This is an optimization exercise on Yosys and OpenROAD, whose aim is small area, a short achievable clock period and few clock cycles per item, not a production implementation.
In this exercise RTL edits were held to simulation tests only and were not proved equivalent to the original.
Power figures rest on the tool's default switching activity, not on a simulated workload.

**design.v**
```verilog
package mavg_pkg;
  localparam int WIN_W  = 7;
  localparam int CNT_W  = 7;
  localparam int FRAC_W = 8;
  localparam int AVG_W  = 24;
  localparam logic [WIN_W-1:0] WIN_RESET = WIN_W'(3);
  typedef enum logic [1:0] {
    ST_IDLE,
    ST_DIV,
    ST_DONE
  } state_t;
endpackage
module moving_average_warmup #(
  parameter int MAX_WINDOW  = 64,
  parameter int SAMPLE_BITS = 16
) (
  input  logic                         clk,
  input  logic                         rst_n,
  input  logic                         in_valid,
  output logic                         in_stall,
  input  logic [SAMPLE_BITS-1:0]       in_sample,
  input  logic                         in_series_start,
  output logic                         out_valid,
  input  logic                         out_stall,
  output logic [mavg_pkg::AVG_W-1:0]   out_average,
  input  logic                         cfg_wr_en,
  input  logic [mavg_pkg::WIN_W-1:0]   cfg_wr_data
);
  localparam int NST = 12;   
  logic en_r;           
  logic stall_r;        
  logic ov_r, sv_r;     
  logic [23:0] oq_r, sq_r;
  logic [5:0] em1_r;    
  logic [6:0] c_r;      
  logic       full_r;   
  logic       acc;
  logic       first_n, drop_n;
  logic [5:0] cm1_n;
  logic [5:0] em1_cfg;
  logic [6:0] c_inc;
  assign acc     = in_valid & en_r;
  assign first_n = in_series_start | (c_r == 7'd0);
  assign drop_n  = ~first_n & full_r;
  assign cm1_n   = in_series_start ? 6'd0 : (full_r ? em1_r : c_r[5:0]);
  assign em1_cfg = (cfg_wr_data == 7'd0) ? 6'd0 :
                   (cfg_wr_data > 7'd64) ? 6'd63 : 6'(cfg_wr_data - 7'd1);
  assign c_inc   = {1'b0, cm1_n} + 7'd1;
  always_ff @(posedge clk) begin
    if (!rst_n) begin
      em1_r  <= 6'd2;
      c_r    <= 7'd0;
      full_r <= 1'b0;
    end else if (cfg_wr_en) begin
      em1_r  <= em1_cfg;
      c_r    <= 7'd0;
      full_r <= 1'b0;
    end else if (acc) begin
      c_r    <= c_inc;
      full_r <= (cm1_n == em1_r);
    end
  end
  logic        v0;
  logic [15:0] x0;
  logic [15:0] sr [64];
  logic [15:0] old_n;
  logic [8:0]  osel;
  logic        oself;
  logic [15:0] oacc [10];
  assign oself   = v0 && (em1_r == 6'd0);
  assign oacc[0] = {16{oself}} & x0;
  for (genvar j = 0; j < 9; j++) begin : g_old
    assign osel[j]   = v0 ? ({1'b0, em1_r[2:0]} == 4'(j) && em1_r != 6'd0)
                          : ({1'b0, em1_r[2:0]} + 4'd1 == 4'(j));
    assign oacc[j+1] = oacc[j] | ({16{osel[j]}} & sr[55 + j]);
  end
  assign old_n = oacc[9];
  logic                   first0;
  logic [15:0]            old0;     
  logic [2:0]             blk0;     
  logic [5:0]             cm1_0;
  always_ff @(posedge clk) begin
    if (!rst_n) v0 <= 1'b0;
    else if (en_r) v0 <= in_valid;
  end
  always_ff @(posedge clk) begin
    if (en_r) begin
      x0     <= in_sample;
      first0 <= first_n;
      old0   <= drop_n ? old_n : 16'd0;
      blk0   <= em1_r[5:3];
      cm1_0  <= cm1_n;
    end
  end
  logic        v1, first1;
  logic [16:0] d1;
  logic [5:0]  cm1_1;
  always_ff @(posedge clk) begin
    if (en_r && v0) begin
      for (int k = 0; k < 64; k++) begin
        if (k == 0) begin
          sr[k] <= x0;
        end else if (k % 8 == 0) begin
          sr[k] <= (blk0 == 3'(7 - k / 8)) ? x0 : sr[k-1];
        end else begin
          sr[k] <= sr[k-1];
        end
      end
    end
  end
  logic [16:0] d_n;
  mavg_delta u_delta (.x(x0), .o(old0), .y(d_n));
  always_ff @(posedge clk) begin
    if (!rst_n) v1 <= 1'b0;
    else if (en_r) v1 <= v0;
  end
  always_ff @(posedge clk) begin
    if (en_r) begin
      d1     <= d_n;
      first1 <= first0;
      cm1_1  <= cm1_0;
    end
  end
  logic        vb, first_b, kap_b;
  logic [10:0] l_r;
  logic [5:0]  dh_b;
  logic [5:0]  cm1_b;
  logic [11:0] l_n;
  mavg_add11 u_add_lo (.a(first1 ? 11'd0 : l_r), .b(d1[10:0]), .cin(1'b0), .y(l_n));
  always_ff @(posedge clk) begin
    if (!rst_n) vb <= 1'b0;
    else if (en_r) vb <= v1;
  end
  always_ff @(posedge clk) begin
    if (en_r) begin
      first_b <= first1;
      kap_b   <= l_n[11];
      dh_b    <= d1[16:11];
      cm1_b   <= cm1_1;
      if (v1) l_r <= l_n[10:0];
    end
  end
  logic        vs;
  logic [10:0] h_r, l_c;
  logic [5:0]  cm1_s;
  logic [7:0]  k3_s;
  logic [11:0] h_n;
  mavg_add11 u_add_hi (.a(first_b ? 11'd0 : h_r), .b({{5{dh_b[5]}}, dh_b}), .cin(kap_b),
                       .y(h_n));
  always_ff @(posedge clk) begin
    if (!rst_n) vs <= 1'b0;
    else if (en_r) vs <= vb;
  end
  always_ff @(posedge clk) begin
    if (en_r) begin
      l_c   <= l_r;
      cm1_s <= cm1_b;
      k3_s  <= {1'b0, cm1_b, 1'b0} + {2'b00, cm1_b} + 8'd2;   
      if (vb) h_r <= h_n[10:0];
    end
  end
  logic        dv   [NST+1];
  logic [5:0]  drem [NST+1];
  logic [23:0] dw   [NST+1];
  logic [5:0]  dcm1 [NST+1];
  logic [7:0]  dk3  [NST+1];
  assign dv[0]   = vs;
  assign drem[0] = h_r[10:5];
  assign dw[0]   = {h_r[4:0], l_c, 8'd0};
  assign dcm1[0] = cm1_s;
  assign dk3[0]  = k3_s;
  for (genvar j = 0; j < NST; j++) begin : g_div
    logic [7:0]  res;
    logic [5:0]  rem_c;
    logic [23:0] w_c;
    mavg_digit #(.ZERO_B(j >= 8), .NO_REM(j == NST - 1)) u_digit (
      .rem(drem[j]), .b(dw[j][23:22]), .m(dcm1[j]), .k3(dk3[j]), .res(res));
    assign rem_c = res[5:0];
    assign w_c   = {dw[j][21:0], res[7:6]};
    if (j < NST - 1) begin : g_reg
      logic        v_q;
      logic [5:0]  rem_q, cm1_q;
      logic [7:0]  k3_q;
      logic [23:0] w_q;
      always_ff @(posedge clk) begin
        if (!rst_n) v_q <= 1'b0;
        else if (en_r) v_q <= dv[j];
      end
      always_ff @(posedge clk) begin
        if (en_r) begin
          rem_q <= rem_c;
          w_q   <= w_c;
          cm1_q <= dcm1[j];
          k3_q  <= dk3[j];
        end
      end
      assign dv[j+1]   = v_q;
      assign drem[j+1] = rem_q;
      assign dw[j+1]   = w_q;
      assign dcm1[j+1] = cm1_q;
      assign dk3[j+1]  = k3_q;
    end else begin : g_last
      assign dv[j+1]   = dv[j];
      assign drem[j+1] = rem_c;
      assign dw[j+1]   = w_c;
      assign dcm1[j+1] = dcm1[j];
      assign dk3[j+1]  = dk3[j];
    end
  end
  logic push, take, ov_n, sv_n;
  assign push = en_r & dv[NST];
  assign take = ~ov_r | ~out_stall;
  assign ov_n = take ? (sv_r | push) : 1'b1;
  assign sv_n = take ? (sv_r & push) : (sv_r | push);
  always_ff @(posedge clk) begin
    if (!rst_n) begin
      ov_r    <= 1'b0;
      sv_r    <= 1'b0;
      en_r    <= 1'b1;
      stall_r <= 1'b0;
    end else begin
      ov_r    <= ov_n;
      sv_r    <= sv_n;
      en_r    <= ~(ov_n & sv_n);
      stall_r <= ov_n & sv_n;
    end
  end
  always_ff @(posedge clk) begin
    if (take) oq_r <= sv_r ? sq_r : dw[NST];
    if (en_r && (sv_r ? take : 1'b1)) sq_r <= dw[NST];
  end
  assign in_stall    = stall_r;
  assign out_valid   = ov_r;
  assign out_average = oq_r;
endmodule
module mavg_digit #(
  parameter bit ZERO_B = 1'b0,
  parameter bit NO_REM = 1'b0
) (
  input  logic [5:0] rem,
  input  logic [1:0] b,
  input  logic [5:0] m,
  input  logic [7:0] k3,
  output logic [7:0] res
);
  function automatic logic [6:0] sub8(input logic [7:0] t, input logic [7:0] k);
    logic [7:0] nk, gg, pp;
    nk = ~k;
    gg = t & nk;
    pp = t | nk;
    for (int d = 1; d < 8; d = d * 2) begin
      for (int i = 7; i >= d; i--) begin
        gg[i] = gg[i] | (pp[i] & gg[i-d]);
        pp[i] = pp[i] & pp[i-d];
      end
    end
    sub8 = {gg[7], nk[5:0] ^ {gg[4:0], 1'b0}};
  endfunction
  logic [7:0] t;
  logic [6:0] s1, s2, s3;
  logic       q3, q2, q1;
  assign t  = {rem, ZERO_B ? 2'b00 : b};
  assign s1 = sub8(t, {2'b00, m});
  assign s2 = sub8(t, {1'b0, m, 1'b1});
  assign s3 = sub8(t, k3);
  assign q3 = s3[6];
  assign q2 = s2[6] & ~s3[6];
  assign q1 = s1[6] & ~s2[6];
  assign res[7:6] = {s2[6], q3 | q1};
  assign res[5:0] = NO_REM ? 6'd0 : t[5:0] ^ (({6{q3}} & s3[5:0]) | ({6{q2}} & s2[5:0]) |
                              ({6{q1}} & s1[5:0]));
endmodule
module mavg_delta (
  input  logic [15:0] x,
  input  logic [15:0] o,
  output logic [16:0] y
);
  function automatic logic [24:0] add24(input logic [23:0] a, input logic [23:0] b,
                                        input logic cin);
    logic [23:0] gg, pp;
    logic [24:0] cy;
    logic        g0alt;
    gg = a & b;
    pp = a | b;
    gg[0] = gg[0] | (pp[0] & cin);
    g0alt = ~((~a[0] | ~b[0]) & ~((a[0] | b[0]) & cin));
    for (int d = 1; d < 24; d = d * 2) begin
      for (int i = 23; i >= d; i--) begin
        gg[i] = gg[i] | (pp[i] & ((d == 1 && i == 1) ? g0alt : gg[i-d]));
        pp[i] = pp[i] & pp[i-d];
      end
    end
    cy = {gg, cin};
    add24 = {cy[24], a ^ (b ^ cy[23:0])};
  endfunction
  logic [24:0] r;
  assign r = add24({8'd0, x}, ~{8'd0, o}, 1'b1);
  assign y = r[16:0];
endmodule
module mavg_add11 (
  input  logic [10:0] a,
  input  logic [10:0] b,
  input  logic        cin,
  output logic [11:0] y
);
  function automatic logic [24:0] add24(input logic [23:0] a, input logic [23:0] b,
                                        input logic cin);
    logic [23:0] gg, pp;
    logic [24:0] cy;
    logic        g0alt;
    gg = a & b;
    pp = a | b;
    gg[0] = gg[0] | (pp[0] & cin);
    g0alt = ~((~a[0] | ~b[0]) & ~((a[0] | b[0]) & cin));
    for (int d = 1; d < 24; d = d * 2) begin
      for (int i = 23; i >= d; i--) begin
        gg[i] = gg[i] | (pp[i] & ((d == 1 && i == 1) ? g0alt : gg[i-d]));
        pp[i] = pp[i] & pp[i-d];
      end
    end
    cy = {gg, cin};
    add24 = {cy[24], a ^ (b ^ cy[23:0])};
  endfunction
  logic [24:0] r;
  assign r = add24({13'd0, a}, {13'd0, b}, cin);
  assign y = r[11:0];
endmodule
```
**run.sh**
```bash
#!/bin/bash
# synth_recipe.tcl (not shown) runs the flow's synth.tcl, then flattens the netlist and writes it again
# the make line also repeats each setting of config.mk as NAME=value (left out here)
make -C /OpenROAD-flow-scripts/flow DESIGN_CONFIG=/design/flow/config.mk WORK_HOME=/design/flow/orfs CLKGATE_MAP_FILE= SYNTH_SCRIPT=/design/flow/synth_recipe.tcl finish
```
**config.mk**
```make
export PLATFORM = sky130hd
export DESIGN_NAME = moving_average_warmup
export DESIGN_NICKNAME = moving_average_warmup
export VERILOG_FILES = /design/flow/design.v
export SDC_FILE = /design/flow/constraint.sdc
export NUM_CORES = 4
export LEC_CHECK = 0
export CAP_MARGIN = 20
export CORE_MARGIN = 2
export CORE_UTILIZATION = 35
export CTS_CLUSTER_DIAMETER = 60
export CTS_CLUSTER_SIZE = 30
export SETUP_SLACK_MARGIN = 4.0
export SLEW_MARGIN = 20
export SYNTH_HIERARCHICAL = 1
export SYNTH_MINIMUM_KEEP_SIZE = 0
export TNS_END_PERCENT = 5
```
**constraint.sdc**
```tcl
create_clock -name core_clock -period 6.0 [get_ports {clk}]
set_input_delay 1.2000 -clock core_clock [delete_from_list [all_inputs] [get_ports {clk}]]
set_output_delay 1.2000 -clock core_clock [all_outputs]
set_load 0.01 [all_outputs]
```
==> results of run 1 <==
-- critical path, stage by stage (launching register included) --
cell and delay [ns]:
edfxtp_1 0.46, inv_2 0.11, ha_4 0.15, inv_2 0.04, fa_2 0.43, a21boi_4 0.18
o31ai_4 0.08, a21oi_2 0.21, a31oi_4 0.15, o31ai_2 0.21, maj3_2 0.22, xnor2_1 0.05
-- flip-flops by register name, indices dropped and copies added (netlist names), 7 cells and up --
register	count
l_c	11
old0	16
sq_r	24
dw	76
g_div.g_reg.v_q	11
h_r	11
g_div.g_reg.k3_q	76
g_div.g_reg.w_q	112
k3_s	7
d1	17
sr	1024
g_div.g_reg.cm1_q	65
g_div.g_reg.rem_q	66
oq_r	24
l_r	11
x0	16
c_r	7
-- placed cells by master, fill, tap and decap left out, types with 25 or more instances in the layout --
cell,n
a21oi_1,59
a21oi_4,26
a222oi_1,26
a22oi_1,40
a31oi_1,34
buf_4,245
clkbuf_16,106
clkdlybuf4s50_1,27
dfxtp_1,27
edfxtp_1,1593
inv_1,165
inv_2,32
maj3_1,50
maj3_2,44
mux2_2,136
nand2_1,94
nand2b_1,120
nor2_1,93
nor2b_1,93
nor2b_4,25
o211ai_1,39
o21ai_0,38
xnor2_1,167
xor2_1,63
-- metrics by stage --
stage / cells / TNS, ns
floorplan: 3638 / -5792.70
global placement: 6024 / 0
detailed placement: 6024 / 0
CTS: 6278 / 0
global route: 6475 / 0
finish: 6476 / 0
-- worst min path at each step --
stage	from	end	slack, ns	cells past startpoint
detailed placement	dw[10][12]	dw[11][14]	0.40	0
global placement	sr[44][12]	sr[45][12]	0.40	0
global route	sr[24][5]	sr[25][5]	0.40	0
floorplan	cm1_0[0]	cm1_1[0]	0.40	0
finish	sr[41][1]	sr[42][1]	0.39	0
CTS	sr[41][1]	sr[42][1]	0.39	0
-- area by class of cell --
class	instances	area (µm²)	area share [%]
Sequential cell	1626	48500	65.1
Multi-Input combinational cell	1739	15200	20.3
Timing Repair Buffer	341	3020	4.05
Tap cell	2370	2970	3.98
Clock buffer	108	2660	3.57
Clock inverter	91	1480	1.99
Inverter	198	747	1.00
Antenna cell	3	7.51	0.0101
-- layer usage --
layer	vias up	global-route usage (%)
li1	14900	-
met1	15900	16.5
met2	642	18.4
met3	201	2.05
met4	0	4.55
met5	-	0
-- timing repair --
item | 4_1_cts | 5_1_grt
hold buffers | 0 | 0
pin swaps | 31 | 132
gates resized for setup | 174 | 193
buffers inserted | 51 | 194
cloned | 4 | 0
endpoints found under the setup margin | 1427 | 1242
-- power by group --
part	leakage (µW)	internal, µW	switching (µW)
logic	0.00702	1340	1380
clock network	0.00198	3950	4480
registers	0.0157	13200	465
==> impl_metrics.env, run 1 <==
export IMPL_status="finished clean"
export IMPL_design_area_um2=74600
export IMPL_top_layer="met4"
export IMPL_cp_endpoint="d1[14]"
export IMPL_power_uw=24800
export IMPL_ant_nets=0
export IMPL_grt_antenna_before_repair=7
export IMPL_avgSynthCellArea_um2=17.5
export IMPL_hold_class="reg2reg"
export IMPL_cts_buffers_inserted=106
export IMPL_yosys_warnings=26
export IMPL_detail_route_wl_per_cell_um=17.7
export IMPL_crit_type="reg2reg"
export IMPL_grt_overflow=0
export IMPL_cts_root_buf="clkbuf_16"
export IMPL_vias_per_cell=4.88
export IMPL_core_um2=181000
export IMPL_setup_violations=0
export IMPL_hold_violations=0
export IMPL_rsz0062_at_grt="yes"
export IMPL_layout_drive_gt1_share_pct=25.2
export IMPL_endpoint_kind="flip-flop"
export IMPL_critPathRequiredTime_ns=6.49
export IMPL_fin_crit_sh_pct=43.1
export IMPL_r2r_end="d1[14]"
export IMPL_fin_worst_skew_ns=0.0550
export IMPL_initial_core_util_pct=35.2
export IMPL_port_buffers=54
export IMPL_drtIter0Drc=3119
export IMPL_r2r_cells=11
export IMPL_gp_congestion=0.822
export IMPL_cp_max_fo=3
export IMPL_io_pins=55
export IMPL_min_period_ns=2.59
export IMPL_die_x_um=431
export IMPL_grt_pass1_wl_um=174000
export IMPL_hpwl_um=66400
export IMPL_power_density_nw_per_um2=333
export IMPL_holdWs_ns=0.386
export IMPL_nFillCells=15900
export IMPL_cts_buffer_depth=3
export IMPL_fin_ws_ns=3.41
export IMPL_drc=0
export IMPL_wl_met1_um=52600
export IMPL_rows=156
export IMPL_grt_pass1_vias=30100
export IMPL_syn2layout_area_growth_pct=16.9
export IMPL_startpoint="x0[0]"
export IMPL_dr_pass1_iters=8
export IMPL_clk_latency_ns=0.77
export IMPL_slew_violations=0
export IMPL_fmax_ghz=0.387
export IMPL_slew_headroom_pct=28.9
export IMPL_p_leak_uw=0.0247
export IMPL_wl_met2_um=53500
export IMPL_netlist_area_um2=63800
export IMPL_cts_sinks=1626
export IMPL_post_route_util_pct=41.2
export IMPL_reg2reg_from="x0[0]"
export IMPL_dieArea_um2=186000
export IMPL_drt_wl_total_um=115000
export IMPL_finalNetCount=4063
export IMPL_worstPathArrival_ns=3.08
export IMPL_max_cap_violations=0
export IMPL_place_ws_ns=2.72
export IMPL_synth_cells=3638
export IMPL_die_y_um=431
export IMPL_startpoint_type="flip-flop"
export IMPL_ir_worst_vdd_mv=0.242
export IMPL_route_met3_wl_um=4640
export IMPL_reg2reg_slack_ns=3.41
export IMPL_num_vias=31600
export IMPL_cts_tree="yes"
export IMPL_grt_max_degree=207
export IMPL_tightest_slew_ns=1.07
export IMPL_cts_max_level=3
export IMPL_clkSlewWorstSetupHoldPaths_ns=0.10
export IMPL_placed_area_um2=67200
export IMPL_grt_usage_pct=11.8
export IMPL_syn_nets=3689
Testbench counts, summed over its fixed seeds: cycles 3,360, items 3,200.
==> run 2: changes to the inputs <==
--- a/config.mk
+++ b/config.mk
@@ -11,5 +11,5 @@
 export CTS_CLUSTER_DIAMETER = 60
 export CTS_CLUSTER_SIZE = 30
-export SETUP_SLACK_MARGIN = 4.0
+export SETUP_SLACK_MARGIN = 3.6
 export SLEW_MARGIN = 20
 export SYNTH_HIERARCHICAL = 1
==> run 2 against run 1 <==
Against the previous run: still clean on timing, DRC and antenna; setup slack improved by 0.0081 ns; utilization fell by 0.74 points; clock skew rose by 0.0042 ns; die area did not move; final cell count fell by 1.3%; sequential power barely moved; via count fell by 1.3%; critical endpoint unchanged.
==> impl_metrics.env, run 2 <==
export IMPL_drtIter0Drc=3179
export IMPL_placed_area_um2=67200
export IMPL_rsz0062_at_grt="yes"
export IMPL_slew_headroom_pct=28.8
export IMPL_hold_violations=0
export IMPL_endpoint_kind="flip-flop"
export IMPL_layout_drive_gt1_share_pct=22.0
export IMPL_avgSynthCellArea_um2=17.5
export IMPL_cts_buffer_depth=3
export IMPL_cts_max_level=3
export IMPL_fin_worst_skew_ns=0.0592
export IMPL_finalNonFillerCells=6395
export IMPL_design_area_um2=73200
export IMPL_drt_wl_total_um=112000
export IMPL_die_y_um=431
export IMPL_finalNetCount=3982
export IMPL_grt_usage_pct=11.7
export IMPL_min_path_cells=0
export IMPL_reg2reg_from="x0[0]"
export IMPL_num_vias=31200
export IMPL_multi_input_area_um2=14600
export IMPL_worstPathArrival_ns=3.06
export IMPL_regMostFlops="sr"
export IMPL_hold_class="reg2reg"
export IMPL_io_pins=55
export IMPL_slew_violations=0
export IMPL_p_clk_share_pct=34.3
export IMPL_cts_buffers_inserted=106
export IMPL_grt_overflow=0
export IMPL_dp_cells=6024
export IMPL_cts_root_buf="clkbuf_16"
export IMPL_initial_core_util_pct=35.2
export IMPL_critPathTopFamily="compound AO/OA/AOI/OAI gates"
export IMPL_reg2reg_slack_ns=3.42
export IMPL_cp_buffers_inverters=2
export IMPL_r2r_cells=11
export IMPL_ant_nets=0
export IMPL_syn_nets=3689
export IMPL_dr_pass1_iters=8
export IMPL_port_buffers=54
export IMPL_cp_max_fo=3
export IMPL_clkSlewWorstSetupHoldPaths_ns=0.10
export IMPL_switching_share_pct=25.4
export IMPL_syn2layout_area_growth_pct=14.8
export IMPL_ir_worst_vdd_mv=0.243
export IMPL_status="finished clean"
export IMPL_rows=156
export IMPL_grt_pass1_wl_um=173000
export IMPL_critPathRequiredTime_ns=6.49
export IMPL_hold_end="sr[42][1]"
export IMPL_fin_crit_sh_pct=43.0
export IMPL_power_density_nw_per_um2=335
export IMPL_max_stage_delay_ns=0.46
export IMPL_p_sw_uw=6230
export IMPL_p_int_uw=18300
export IMPL_clk_latency_ns=0.78
export IMPL_vias_per_cell=4.88
export IMPL_netlist_area_um2=63800
export IMPL_fmax_ghz=0.388
export IMPL_most_common_layout_cells="1593 x edfxtp_1, 185 x buf_4, 168 x xnor2_1"
export IMPL_grt_pass1_vias=29900
export IMPL_max_cap_violations=0
export IMPL_p_leak_uw=0.0241
export IMPL_largest_reg_flops=1024
export IMPL_hpwl_um=66400
export IMPL_startpoint_type="flip-flop"
export IMPL_setup_violations=0
export IMPL_yosys_warnings=26
export IMPL_min_delay_start="sr[41][1]"
export IMPL_cts_sinks=1626
export IMPL_critPathSlowestCell="edfxtp_1"
export IMPL_register_area_um2=48500
export IMPL_path_cells="inv_2 -> ha_4 -> inv_2 -> fa_2 -> a21boi_4 -> o31ai_4 -> a21oi_2 -> a31oi_4 -> o31ai_2 -> maj3_2 -> xnor2_1"
export IMPL_grt_antenna_before_repair=8
export IMPL_p_comb_share_pct=9.9
export IMPL_cts_tree="yes"
export IMPL_crit_type="reg2reg"
export IMPL_cpMostUsedCell="inv_2"
export IMPL_r2r_end="d1[14]"
export IMPL_detail_route_wl_per_cell_um=17.6
export IMPL_reg_top3="sr: 1024 flops, g_div.g_reg.w_q: 112 flops"
export IMPL_layout_commonest_cell="edfxtp_1"
export IMPL_min_period_ns=2.58
export IMPL_nFillCells=16000
export IMPL_synth_cells=3638
export IMPL_p_seq_share_pct=55.8
export IMPL_cts_hold_buf=0
export IMPL_gp_congestion=0.822
export IMPL_grt_max_degree=207
export IMPL_tightest_slew_ns=1.07
export IMPL_core_um2=181000
export IMPL_die_x_um=431
export IMPL_dieArea_um2=186000
export IMPL_drc=0
## run 2: cell types whose count changed in the layout (fill, tap and decap cells not counted), sizes merged
cell,delta
buf,-81
## run 2: worst max-delay path by stage
stage | depth (start not counted) | slack [ns] | startpoint | end
5_1_grt | 11 | 3.32 | x0[0] | d1[14]
4_1_cts | 10 | 3.45 | first1 | l_r[8]
3_3_place_gp | 6 | 2.68 | cfg_wr_en | full_r
3_5_place_dp | 4 | 2.72 | in_series_start | old0[1]
2_1_floorplan | 2 | -5.65 | en_r | sr[0][0]
6_report | 11 | 3.42 | x0[0] | d1[14]
## run 2: stage by stage
| step | utilization [%] | setup slack (ns) | total power, µW | TNS [ns] | hold WS (ns) |
|---|---|---|---|---|---|
| detailed placement | 37.1 | 2.72 | 16100 | 0 | 0.405 |
| floorplan | - | -5.65 | 15600 | -5792.70 | 0.400 |
| global placement | 37.1 | 2.68 | 16100 | 0 | 0.401 |
| global route | 40.5 | 3.32 | 25600 | 0 | 0.400 |
| CTS | 39.7 | 3.45 | 24600 | 0 | 0.390 |
| finish | 40.5 | 3.42 | 24600 | 0 | 0.387 |
## run 2: routing by layer
metal	wire [µm]	GRT usage (%)	part of all wire (%)	vias up
met2	52600	18.4	47	608
met3	4250	2.04	3.8	191
met5	0	0	0	-
met4	3400	4.16	3.0	0
li1	-	-	-	14800
met1	52200	16.4	46	15700
## run 2: repair_timing
action                     in CTS  in global routing
pin swaps                      20                 44
setup buffers                  35                131
cloned                          2                  0
setup endpoints to repair    1140                474
resized for setup             151                 81
## run 2: area by class of cell
cell class	instances	share of cell area [%]
diodes	3	0.0103
clock buffers	108	3.63
inverters	198	1.02
well taps	2370	4.05
multi-input cells	1739	20.0
flip-flops and latches	1626	66.3
repair buffers	260	3.06
clock inverters	91	2.03
## run 2: worst reg2reg max path, delay by kind of cell (launching register included)
kind	cells	cell delay, ns
fa+ha+maj	3	0.80
buf+inv	2	0.15
xor+xnor	1	0.05
flops	1	0.46
compound gates	5	0.83
## run 2: power groups by stage
| stage | combinational, µW | clock (µW) | sequential (µW) |
|---|---|---|---|
| after floorplan | 1740 | 0 | 13900 |
| after CTS | 2160 | 8720 | 13700 |
| after detailed placement | 2120 | 0 | 14000 |
| after global placement | 2080 | 0 | 14000 |
| after global routing | 2670 | 9120 | 13800 |
| final | 2430 | 8420 | 13700 |

[re-timing with driven ports]
In the flow no input, the clock included, has a driving cell. The finished layouts below were timed again as built, in two steps.
Step 1: set_driving_cell puts a clkbuf_16 on clk and a buf_2 on each other input, an assumption about the parent block.
Step 2, shift: input delay + t, output delay - t, t = (earliest + latest rising clock arrival at the registers) / 2. This alone moves slack from input paths to output paths.
Slacks: no drivers / after step 1 / after step 2; pairs: no drivers / after step 1.
| run | shift t [ns] | setup slack, ns | worst hold slack (ns) | pins driven straight from the clock port |
|---|---|---|---|---|
| run 1 | 0.823 | 3.413 / 3.413 / 2.794 | 0.386 / 0.386 / 0.386 | 1 |
| run 2 | 0.816 | 3.421 / 3.421 / 2.769 | 0.387 / 0.387 / 0.387 | 1 |
After both steps setup and hold are still met in every run listed. The setup slack of run 2, which loses most, moves by 0.000 ns with the drivers and by -0.652 ns with both steps.
